This is an optimization exercise on Yosys and OpenROAD, whose aim is small area and a short achievable clock period, not a production implementation.
At most, simulation tests tie the RTL to the original design; equivalence was not proved.
Power and IR drop assume default switching activity.

==> module beam_topk_sort, before the edit <==
module beam_topk_sort #(
    parameter int NBEAM_IN = 64,
    parameter int BEAM     = 16,
    parameter int PWR_W    = 32
) (
    input  logic                        i_clk,
    input  logic                        i_reset_n,
    input  logic                        i_pwr_vld,
    input  logic                        i_pwr_sop,
    input  logic [PWR_W-1:0]            i_pwr_data,
    output logic [BEAM-1:0][7:0]        o_beam_idx,
    output logic [BEAM-1:0][PWR_W-1:0]  o_beam_pwr,
    output logic                        o_rbg_load,
    output logic                        o_busy,
    output logic                        o_err_sop
);
    localparam int IW = 6;                        
    localparam logic [IW-1:0] CNT_LAST_C = IW'(NBEAM_IN - 1);
    localparam int HW = PWR_W / 2;               
    logic            collect_r;      
    logic            flush_r;        
    logic [IW-1:0]   last_r;         
    logic            rbg_load_r;
    logic            err_sop_r;
    logic start_s, beam_s, take_s, acc_s;
    assign start_s = i_pwr_vld &  i_pwr_sop;
    assign beam_s  = i_pwr_vld & ~i_pwr_sop;
    assign take_s  = beam_s & collect_r;          
    assign acc_s   = start_s | take_s;            
    always_ff @(posedge i_clk) begin
        if (!i_reset_n) begin
            collect_r  <= 1'b0;
            flush_r    <= 1'b0;
            last_r     <= '0;
            rbg_load_r <= 1'b0;
            err_sop_r  <= 1'b0;
        end else begin
            rbg_load_r <= flush_r;
            err_sop_r  <= (start_s & collect_r) | (beam_s & ~collect_r);
            if (start_s) begin
                collect_r <= 1'b1;
                flush_r   <= 1'b0;
                last_r    <= '0;
            end else if (take_s) begin
                last_r    <= last_r + IW'(1);
                if (last_r == CNT_LAST_C - IW'(1)) begin
                    collect_r <= 1'b0;
                    flush_r   <= 1'b1;
                end else begin
                    flush_r   <= 1'b0;
                end
            end else begin
                flush_r   <= 1'b0;
            end
        end
    end
    logic [BEAM-1:0][PWR_W-1:0] list_pwr_r;
    logic [BEAM-1:0][IW-1:0]    list_idx_r;
    logic [BEAM-1:0]            list_vld_r;   
    logic [PWR_W-1:0]           smp_pwr_r;    
    logic [BEAM-1:0]            hi_gt_r, hi_eq_r, lo_ge_r;
    logic                       smp_acc_r;    
    logic [BEAM-1:0] ge_s;            
    always_comb begin
        for (int i = 0; i < BEAM; i++)
            ge_s[i] = ~smp_acc_r |
                      (list_vld_r[i] & (hi_gt_r[i] | (hi_eq_r[i] & lo_ge_r[i])));
    end
    logic [BEAM-1:0][PWR_W-1:0] ins_pwr_s;
    logic [BEAM-1:0][IW-1:0]    ins_idx_s;
    logic [BEAM-1:0]            ins_vld_s;
    for (genvar i = 0; i < BEAM; i++) begin : g_ins
        if (i == 0) begin : g_first
            assign ins_pwr_s[i] = ge_s[i] ? list_pwr_r[i] : smp_pwr_r;
            assign ins_idx_s[i] = ge_s[i] ? list_idx_r[i] : last_r;
        end else begin : g_rest
            beam_topk_ins #(.W(PWR_W + IW)) u_ins (
                .keep (ge_s[i]),
                .take (ge_s[i-1] & ~ge_s[i]),
                .up_s (~ge_s[i-1]),
                .own  ({list_pwr_r[i],   list_idx_r[i]}),
                .smp  ({smp_pwr_r,       last_r}),
                .up   ({list_pwr_r[i-1], list_idx_r[i-1]}),
                .d    ({ins_pwr_s[i],    ins_idx_s[i]})
            );
        end
    end
    always_comb begin
        if (start_s)
            ins_vld_s = '0;
        else if (ge_s[BEAM-1])
            ins_vld_s = list_vld_r;
        else
            ins_vld_s = {list_vld_r[BEAM-2:0], 1'b1};
    end
    logic [BEAM:0]   in_gt_s, in_eq_s, in_ge_s;
    logic [BEAM-1:0] nx_gt_s, nx_eq_s, nx_ge_s;
    always_comb begin
        for (int i = 0; i < BEAM; i++) begin
            in_gt_s[i] = list_pwr_r[i][PWR_W-1:HW] >  i_pwr_data[PWR_W-1:HW];
            in_eq_s[i] = list_pwr_r[i][PWR_W-1:HW] == i_pwr_data[PWR_W-1:HW];
            in_ge_s[i] = list_pwr_r[i][HW-1:0]     >= i_pwr_data[HW-1:0];
        end
        in_gt_s[BEAM] = smp_pwr_r[PWR_W-1:HW] >  i_pwr_data[PWR_W-1:HW];
        in_eq_s[BEAM] = smp_pwr_r[PWR_W-1:HW] == i_pwr_data[PWR_W-1:HW];
        in_ge_s[BEAM] = smp_pwr_r[HW-1:0]     >= i_pwr_data[HW-1:0];
        for (int i = 0; i < BEAM; i++) begin
            if (ge_s[i]) begin
                nx_gt_s[i] = in_gt_s[i];
                nx_eq_s[i] = in_eq_s[i];
                nx_ge_s[i] = in_ge_s[i];
            end else if (i == 0 || ge_s[(i == 0) ? 0 : i-1]) begin
                nx_gt_s[i] = in_gt_s[BEAM];
                nx_eq_s[i] = in_eq_s[BEAM];
                nx_ge_s[i] = in_ge_s[BEAM];
            end else begin
                nx_gt_s[i] = in_gt_s[(i == 0) ? 0 : i-1];
                nx_eq_s[i] = in_eq_s[(i == 0) ? 0 : i-1];
                nx_ge_s[i] = in_ge_s[(i == 0) ? 0 : i-1];
            end
        end
    end
    always_ff @(posedge i_clk) begin
        list_pwr_r <= ins_pwr_s;
        list_idx_r <= ins_idx_s;
        list_vld_r <= ins_vld_s;
        smp_pwr_r  <= i_pwr_data;
        smp_acc_r  <= acc_s;
        hi_gt_r    <= nx_gt_s;
        hi_eq_r    <= nx_eq_s;
        lo_ge_r    <= nx_ge_s;
    end
    logic [BEAM-1:0][IW-1:0]    beam_idx_r, beam_idx_s;
    logic [BEAM-1:0][PWR_W-1:0] beam_pwr_r, beam_pwr_s;
    logic                       out_ld_s, out_hd_s, out_rs_s;
    assign out_ld_s = i_reset_n &  flush_r;
    assign out_hd_s = i_reset_n & ~flush_r;
    assign out_rs_s = ~i_reset_n;
    for (genvar i = 0; i < BEAM; i++) begin : g_out
        for (genvar b = 0; b < PWR_W; b++) begin : g_pwr
            beam_topk_hold0 u_h (.ld(out_ld_s), .hd(out_hd_s),
                                 .n(ins_pwr_s[i][b]), .q(beam_pwr_r[i][b]),
                                 .d(beam_pwr_s[i][b]));
        end
        for (genvar b = 0; b < IW; b++) begin : g_idx
            if (((i >> b) & 1) != 0) begin : g_one
                beam_topk_hold1 u_h (.ld(out_ld_s), .hd(out_hd_s), .rs(out_rs_s),
                                     .n(ins_idx_s[i][b]), .q(beam_idx_r[i][b]),
                                     .d(beam_idx_s[i][b]));
            end else begin : g_zero
                beam_topk_hold0 u_h (.ld(out_ld_s), .hd(out_hd_s),
                                     .n(ins_idx_s[i][b]), .q(beam_idx_r[i][b]),
                                     .d(beam_idx_s[i][b]));
            end
        end
    end
    always_ff @(posedge i_clk) begin
        beam_idx_r <= beam_idx_s;
        beam_pwr_r <= beam_pwr_s;
    end
    always_comb begin
        for (int i = 0; i < BEAM; i++)
            o_beam_idx[i] = {{(8-IW){1'b0}}, beam_idx_r[i]};
    end
    assign o_beam_pwr = beam_pwr_r;
    assign o_rbg_load = rbg_load_r;
    assign o_busy     = collect_r;
    assign o_err_sop  = err_sop_r;
endmodule
clock: 4.0 ns
lec_check: 0
cap_margin: 20
core_margin: 2
core_utilization: 55
setup_slack_margin: 1.9
slew_margin: 20
synth_hierarchical: 1
tns_end_percent: 5
standard.sh (not shown) runs the stock make flow with config.mk's settings and CLKGATE_MAP_FILE= SYNTH_SCRIPT=/design/flow/synth_recipe.tcl, a recipe that flattens the netlist after the stock synthesis.
==> flow/flow/run.sh <==
#!/bin/bash
set -euo pipefail
bash standard.sh BUFFER_PORTS_ARGS="-buffer_cell sky130_fd_sc_hd__buf_2" finish > standard_flow.log 2>&1
The first run went through all stages and came out clean.
Change:
--- a/flow/design.v
+++ b/flow/design.v
@@ -17,5 +17,6 @@
     localparam int IW = 6;                        
     localparam logic [IW-1:0] CNT_LAST_C = IW'(NBEAM_IN - 1);
-    localparam int HW = PWR_W / 2;               
+    localparam int HW = 21;                      
+    localparam int LW = 10;
     logic            collect_r;      
     logic            flush_r;        
@@ -59,5 +60,5 @@
     logic [BEAM-1:0]            list_vld_r;   
     logic [PWR_W-1:0]           smp_pwr_r;    
-    logic [BEAM-1:0]            hi_gt_r, hi_eq_r, lo_ge_r;
+    logic [BEAM-1:0]            hi_gt_r, hi_eq_r, md_gt_r, md_eq_r, lo_ge_r;
     logic                       smp_acc_r;    
     logic [BEAM-1:0] ge_s;            
@@ -65,5 +66,6 @@
         for (int i = 0; i < BEAM; i++)
             ge_s[i] = ~smp_acc_r |
-                      (list_vld_r[i] & (hi_gt_r[i] | (hi_eq_r[i] & lo_ge_r[i])));
+                      (list_vld_r[i] & (hi_gt_r[i] | (hi_eq_r[i] &
+                                         (md_gt_r[i] | (md_eq_r[i] & lo_ge_r[i])))));
     end
     logic [BEAM-1:0][PWR_W-1:0] ins_pwr_s;
@@ -94,27 +96,37 @@
             ins_vld_s = {list_vld_r[BEAM-2:0], 1'b1};
     end
-    logic [BEAM:0]   in_gt_s, in_eq_s, in_ge_s;
-    logic [BEAM-1:0] nx_gt_s, nx_eq_s, nx_ge_s;
+    logic [BEAM:0]   in_gt_s, in_eq_s, in_mg_s, in_me_s, in_ge_s;
+    logic [BEAM-1:0] nx_gt_s, nx_eq_s, nx_mg_s, nx_me_s, nx_ge_s;
     always_comb begin
         for (int i = 0; i < BEAM; i++) begin
             in_gt_s[i] = list_pwr_r[i][PWR_W-1:HW] >  i_pwr_data[PWR_W-1:HW];
             in_eq_s[i] = list_pwr_r[i][PWR_W-1:HW] == i_pwr_data[PWR_W-1:HW];
-            in_ge_s[i] = list_pwr_r[i][HW-1:0]     >= i_pwr_data[HW-1:0];
+            in_mg_s[i] = list_pwr_r[i][HW-1:LW]    >  i_pwr_data[HW-1:LW];
+            in_me_s[i] = list_pwr_r[i][HW-1:LW]    == i_pwr_data[HW-1:LW];
+            in_ge_s[i] = list_pwr_r[i][LW-1:0]     >= i_pwr_data[LW-1:0];
         end
         in_gt_s[BEAM] = smp_pwr_r[PWR_W-1:HW] >  i_pwr_data[PWR_W-1:HW];
         in_eq_s[BEAM] = smp_pwr_r[PWR_W-1:HW] == i_pwr_data[PWR_W-1:HW];
-        in_ge_s[BEAM] = smp_pwr_r[HW-1:0]     >= i_pwr_data[HW-1:0];
+        in_mg_s[BEAM] = smp_pwr_r[HW-1:LW]    >  i_pwr_data[HW-1:LW];
+        in_me_s[BEAM] = smp_pwr_r[HW-1:LW]    == i_pwr_data[HW-1:LW];
+        in_ge_s[BEAM] = smp_pwr_r[LW-1:0]     >= i_pwr_data[LW-1:0];
         for (int i = 0; i < BEAM; i++) begin
             if (ge_s[i]) begin
                 nx_gt_s[i] = in_gt_s[i];
                 nx_eq_s[i] = in_eq_s[i];
+                nx_mg_s[i] = in_mg_s[i];
+                nx_me_s[i] = in_me_s[i];
                 nx_ge_s[i] = in_ge_s[i];
             end else if (i == 0 || ge_s[(i == 0) ? 0 : i-1]) begin
                 nx_gt_s[i] = in_gt_s[BEAM];
                 nx_eq_s[i] = in_eq_s[BEAM];
+                nx_mg_s[i] = in_mg_s[BEAM];
+                nx_me_s[i] = in_me_s[BEAM];
                 nx_ge_s[i] = in_ge_s[BEAM];
             end else begin
                 nx_gt_s[i] = in_gt_s[(i == 0) ? 0 : i-1];
                 nx_eq_s[i] = in_eq_s[(i == 0) ? 0 : i-1];
+                nx_mg_s[i] = in_mg_s[(i == 0) ? 0 : i-1];
+                nx_me_s[i] = in_me_s[(i == 0) ? 0 : i-1];
                 nx_ge_s[i] = in_ge_s[(i == 0) ? 0 : i-1];
             end
@@ -129,4 +141,6 @@
         hi_gt_r    <= nx_gt_s;
         hi_eq_r    <= nx_eq_s;
+        md_gt_r    <= nx_mg_s;
+        md_eq_r    <= nx_me_s;
         lo_ge_r    <= nx_ge_s;
     end
Effect:
- design area went up by 2.4%
- power increases by 1.6%
- worst setup slack gets worse by 0.048 ns
- core utilization is about the same
- worst hold slack degrades by 0.015 ns
Only the layout flow was run in the second run of this note; the RTL was not checked for function there.

## what the ideal ports hide
Ports are ideal in the flow. The routed layouts listed here were re-timed in OpenROAD.
Step 1: set_driving_cell puts a clkbuf_16 on i_clk and a buf_2 on each other input, an assumption about the parent block.
Step 2 moves the port delays by t, midway between the first and last clock arrival at a register: inputs arrive t later, outputs are due t later. That takes back most of the time a late clock gives input paths.
a / b / c = no drivers / after step 1 / after step 2; a / b = the first two.
run	t, ns	setup WS [ns]	hold WS [ns]
the first run	0.821	1.732 / 1.728 / 0.952	0.170 / 0.124 / 0.459
the second run	0.841	1.684 / 1.684 / 0.949	0.156 / 0.105 / 0.460
After both steps every run listed still meets setup and hold. The setup slack of the first run, which loses most, moves by -0.004 ns with the drivers and by -0.780 ns with both steps.
